Source: an optimization exercise on an open RTL-to-GDS flow (aim: small area, a short achievable clock period and few clock cycles). Production flows keep margins and buffers that such runs may drop.
No functional check of the RTL was part of any run shown here.

## flow/design.v (module list and top-level ports; edited modules follow where they fit)
// module cordic_rot_iter: 1569 lines
module cordic_rot_iter (
    input  logic        clk_i,
    input  logic        rst_i,
    input  logic        valid_i,
    output logic        ready_o,
    input  logic [63:0] angle_i,
    output logic        valid_o,
    input  logic        ready_i,
    output logic [63:0] cos_o,
    output logic [63:0] sin_o,
    output logic        range_err_o
);
  // ...
==> flow/run.sh <==
#!/bin/bash
# synth_recipe.tcl (not shown) runs the flow's synth.tcl, then flattens the netlist and writes it again
# the make line also repeats each setting of config.mk as NAME=value (left out here)
make -C /OpenROAD-flow-scripts/flow DESIGN_CONFIG=/design/flow/config.mk WORK_HOME=/design/flow/orfs CLKGATE_MAP_FILE= SYNTH_SCRIPT=/design/flow/synth_recipe.tcl finish
==> flow/config.mk <==
export PLATFORM = sky130hd
export DESIGN_NAME = cordic_rot_iter
export DESIGN_NICKNAME = cordic_rot_iter
export VERILOG_FILES = /design/flow/design.v
export SDC_FILE = /design/flow/constraint.sdc
export NUM_CORES = 4
export LEC_CHECK = 0
export CAP_MARGIN = 20
export CORE_MARGIN = 2
export CORE_UTILIZATION = 40
export SLEW_MARGIN = 20
==> flow/constraint.sdc <==
create_clock -name core_clock -period 8.0 [get_ports {clk_i}]
set_input_delay 1.6000 -clock core_clock [delete_from_list [all_inputs] [get_ports {clk_i}]]
set_output_delay 1.6000 -clock core_clock [all_outputs]
set_load 0.01 [all_outputs]
==> impl_metrics.json, run 1 <==
{
  "status": "finished clean",
  "die_w_um": 685.2,
  "dr_wl_met3_um": 25680,
  "clockRootBuffer": "clkbuf_16",
  "fin_crit_ns": 5.426,
  "drive_gt1_share_pct": 4.354,
  "met1_usage_pct": 27.35,
  "cp.arrival_ns": 6.23,
  "synth_seq_cells": 2424,
  "multi_input_area_mm2": 0.1082,
  "min-delay-start": "d0_q1_q2_q3_q4_q5$_DFFE_PN_",
  "maxCapViolations": 0,
  "tns_ns": 0,
  "grt_busiest_layer": "met2",
  "drt_wl_total_um": 507400,
  "cts_sinks": 2424,
  "clock_buffers": 351,
  "cp-endpoint": "y7[30]$_DFF_P_",
  "slowest_stage": "a2111oi_0",
  "register_area_mm2": 0.07229,
  "area_delta_synth_final_pct": 10.33,
  "grt_util_all_layers_pct": 20.84,
  "synth_edf_count": 2358,
  "dp_cells": 24693,
  "syn_avg_cell_area_um2": 9.933,
  "die_h_um": 685.2,
  "grt_max_degree": 181,
  "dpl.hpwl_um": 384600,
  "synth_ff_type": "edfxtp_1",
  "placed_area_mm2": 0.1952,
  "rsz0062_at_grt": "no",
  "fin_hold_ws_ns": 0.4017
}
==> inputs of run 2 (changes only) <==
--- a/flow/config.mk
+++ b/flow/config.mk
@@ -8,4 +8,5 @@
 export CAP_MARGIN = 20
 export CORE_MARGIN = 2
 export CORE_UTILIZATION = 40
+export SETUP_SLACK_MARGIN = 3.6
 export SLEW_MARGIN = 20
==> run 2 against run 1 <==
Against the previous run: non-clock buffer count grew 25; design area grew 0.36%; fmax grew 23%; first-iteration DRC count grew 0.31%; register-to-register slack gained 0.32 ns; core utilization grew 0.16 points; critical path type unchanged; critical endpoint is now y7[14]$_DFF_P_.
==> impl_metrics.json, run 2 <==
{
  "antenna_left": 0,
  "dieArea_mm2": 0.4695,
  "maxCapViolations": 0,
  "start_util_pct": 40.10,
  "holdCritPathClass": "register to register",
  "ys_seq_area_share_pct": 38.95,
  "via_count": 141127,
  "die_w_um": 685.2,
  "grtUsageMet2_pct": 35.16,
  "drc": 0,
  "status": "finished clean",
  "cp.arrival_ns": 5.26,
  "rsz0062_at_grt": "yes",
  "timing.final.crit_share_pct": 55.19,
  "dp_slack_ns": 1.731,
  "multi_input_area_mm2": 0.1085,
  "ios": 199,
  "nets": 20930,
  "layout_commonest_cell": "edfxtp_1",
  "cp_max_fo": 22,
  "hold_violations": 0,
  "io_buffers": 198,
  "area_delta_synth_final_pct": 10.73,
  "reg2reg_from": "d2_q3_q4_q5_q6_q7$_DFFE_PN_",
  "ys_top_cells_by_area": "edfxtp_1, ha_1, xnor2_1",
  "synthCells": 18687,
  "finalSetupViolCount": 0,
  "worstRegToRegCells": 9,
  "synth_ff_type": "edfxtp_1",
  "yosysMostFrequentCell": "edfxtp_1",
  "synth.yosys.warnings": 1,
  "max_stage_delay_ns": 0.50,
  "r2r_slack_ns": 3.63,
  "r2r-end": "x_q8[14]$_DFFE_PN_",
  "numCtsBuffers": 295,
  "synth_area_mm2": 0.1856,
  "drt-vias-per-instance": 5.589,
  "min_to": "d0_q1_q2_q3_q4_q5_q6$_DFFE_PN_",
  "syn-num-nets": 20771,
  "startpoint_type": "input pin",
  "synth_edf_count": 2358,
  "maxSlewHeadroom_pct": 14.13,
  "yosysUniqueCellTypes": 99,
  "rows": 250,
  "avgRoutedWirePerCell_um": 20.22,
  "slew_violations": 0,
  "yosysTopAreaCell": "edfxtp_1",
  "htree_levels": 5,
  "clock_path_buffers": 4,
  "worstPathRequired_ns": 8.84,
  "synthArstFlopShare_pct": 1.361,
  "grt_pass1_vias": 135693,
  "critical_path_class": "input pin to register",
  "fmax_mhz": 226.5,
  "clock_latency_ns": 0.95,
  "cts_tree": "yes",
  "syn_avg_cell_area_um2": 9.933,
  "place_congestion": 0.9739,
  "synth_seq_cells": 2424,
  "cp-end-kind": "register",
  "core_mm2": 0.4629,
  "cts_sinks": 2424,
  "met1_usage_pct": 27.35,
  "yosys-top-cells-count": "edfxtp_1, xnor2_1, ha_1, a21oi_1, a21o_1",
  "grtUsageMet3_pct": 2.727,
  "grt_pass1_wl_um": 784000,
  "tns_ns": 0,
  "clkTransAtPathRegs_ns": 0.06,
  "slowest_stage": "nor2_1",
  "synth_top_area_share_pct": 38.15,
  "firstDrtPassIters": 8,
  "layout_common_cells": "edfxtp_1, xnor2_1, ha_1",
  "nFillCells": 44164,
  "worstPathCellList": "clkdlybuf4s50_1 > nor2b_4 > buf_12 > buf_4 > nor2_1 > a21oi_4 > buf_12 > ha_4 > buf_4 > nor2_1 > a21oi_1 > a21oi_1 > o221ai_1 > nor2_1 > a31oi_1",
  "min-delay-start": "d0_q1_q2_q3_q4_q5$_DFFE_PN_",
  "clock_skew_ns": 0.04893,
  "worst_path_most_repeated_cell": "nor2_1",
  "dpl.hpwl_um": 384600,
  "drive_gt1_share_pct": 4.756,
  "grt_max_degree": 181,
  "clockRootBuffer": "clkbuf_16",
  "overflow": 0,
  "drt_wl_total_um": 510500,
  "grt_antenna_before_repair": 7,
  "layout_setup_ws_ns": 3.585,
  "hold_depth": 0,
  "grt_busiest_layer": "met2",
  "fin_crit_ns": 4.415,
  "drt-initial-drc-count": 10839,
  "register_area_mm2": 0.07229,
  "die_h_um": 685.2,
  "grt_util_all_layers_pct": 20.88,
  "tightest_slew_ns": 1.277
}
==> run 2: cell types whose count changed in the layout (fill, tap and decap cells not counted), sizes merged <==
cell | before | now
clkdlybuf4s50 | 198 | 196
clkinv | 112 | 113
clkinvlp | 20 | 28
clkbuf | 351 | 355
buf | 191 | 213
bufbuf | 0 | 1
inv | 927 | 921
a21boi | 66 | 67
==> run 2: worst max-delay path by stage <==
stage | startpoint | endpoint | slack, ns | depth (start not counted)
5_1_grt | ready_i | y7[1]$_DFF_P_ | 3.56 | 17
4_1_cts | ready_i | ready_o | 3.38 | 4
3_3_place_gp | angle_i[33] | z_q1[30]$_DFFE_PN_ | 1.61 | 15
6_report | ready_i | y7[14]$_DFF_P_ | 3.58 | 15
3_5_place_dp | angle_i[33] | z_q1[30]$_DFFE_PN_ | 1.73 | 15
2_1_floorplan | ready_i | ready_o | -1.12 | 5
==> run 2: critical path: cells and delay by family <==
kind	cells	cell delay, ns
AO/OA/AOI/OAI	5	0.90
adder cells (fa/ha/maj)	1	0.34
buffers and inverters	5	1.32
AND/OR/NAND/NOR	4	1.07
==> run 2: layer usage <==
metal  vias to the layer above  routed length, µm
met2                      3526             237200
met1                     67035             226200
met3                       987              25480
met4                         2              21620
met5                         -                 12
li1                      69577                  -
==> run 2: layout make-up <==
cell class | instances | area share (%)
diodes | 7 | 0.008522
clock buffers | 351 | 3.787
clock inverters | 171 | 0.8772
inverters | 915 | 1.696
multi-input cells | 14793 | 52.77
flip-flops and latches | 2424 | 35.17
well taps | 6174 | 3.758
repair buffers | 414 | 1.924
repair inverters | 3 | 0.01035
==> run 2: cell families (layout without fill, tap and decap cells) <==
kind of cell    Yosys count  count (layout)  share of synthesized area, %
other cells               0               7                             0
buf+inv                1471            1854                         3.102
mux                       8               8                       0.07684
fa+ha+maj              2016            2016                         13.83
compound gates         5953            5954                         20.48
simple gates           4067            4067                         10.60
xor+xnor               2748            2748                         12.97
flops                  2424            2424                         38.95
==> run 2: repair_timing <==
item / in CTS / in global routing
gates resized for setup: 50 / 63
setup buffers: 5 / 16
pin swaps: 3 / 3
hold buffers: 0 / 0
gates cloned: 2 / 6
setup endpoints to repair: 705 / 721
==> run 2: stage by stage <==
step                area, µm²  util [%]  cells  hold WS (ns)
global placement       195200     42.16  24693        0.4003
floorplan              185700         -  18687        0.4003
finish                 205500     44.40  25252        0.3992
global route           205500     44.40  25250        0.3990
CTS                    205100     44.29  25222        0.4007
detailed placement     195200     42.16  24693        0.4045

[what the ideal ports hide]
The flow's constraints put no driver on any port. The routed layouts listed below were extracted and timed again, unchanged, in two steps. Step 1 sets driving cells, clkbuf_16 on the clock port and buf_2 on the other inputs (assumed; they add their load-dependent delay and slew). Step 2 adds t to the input delays and takes it off the output delays; t is the mean of the earliest and latest rising clock arrival at the registers after step 1. Input paths then give back, and output paths get back, about the clock's delay inside the block. Three values: no drivers, after step 1, after step 2; two values: the first two.
run | t (ns) | setup WS [ns] | worst setup path after step 2 | worst register clock-pin slew, ns | worst slew at a driven data input, ns
run 1 | 1.042 | 2.574 / 2.666 / 1.624 | input to register | 0.06 / 0.06 | 0.04
run 2 | 1.052 | 3.585 / 3.630 / 2.631 | input to register | 0.07 / 0.07 | 0.04
After both steps setup and hold are still met in every run listed. The setup slack of run 2, which loses most, moves by +0.045 ns with the drivers and by -0.954 ns with both steps.
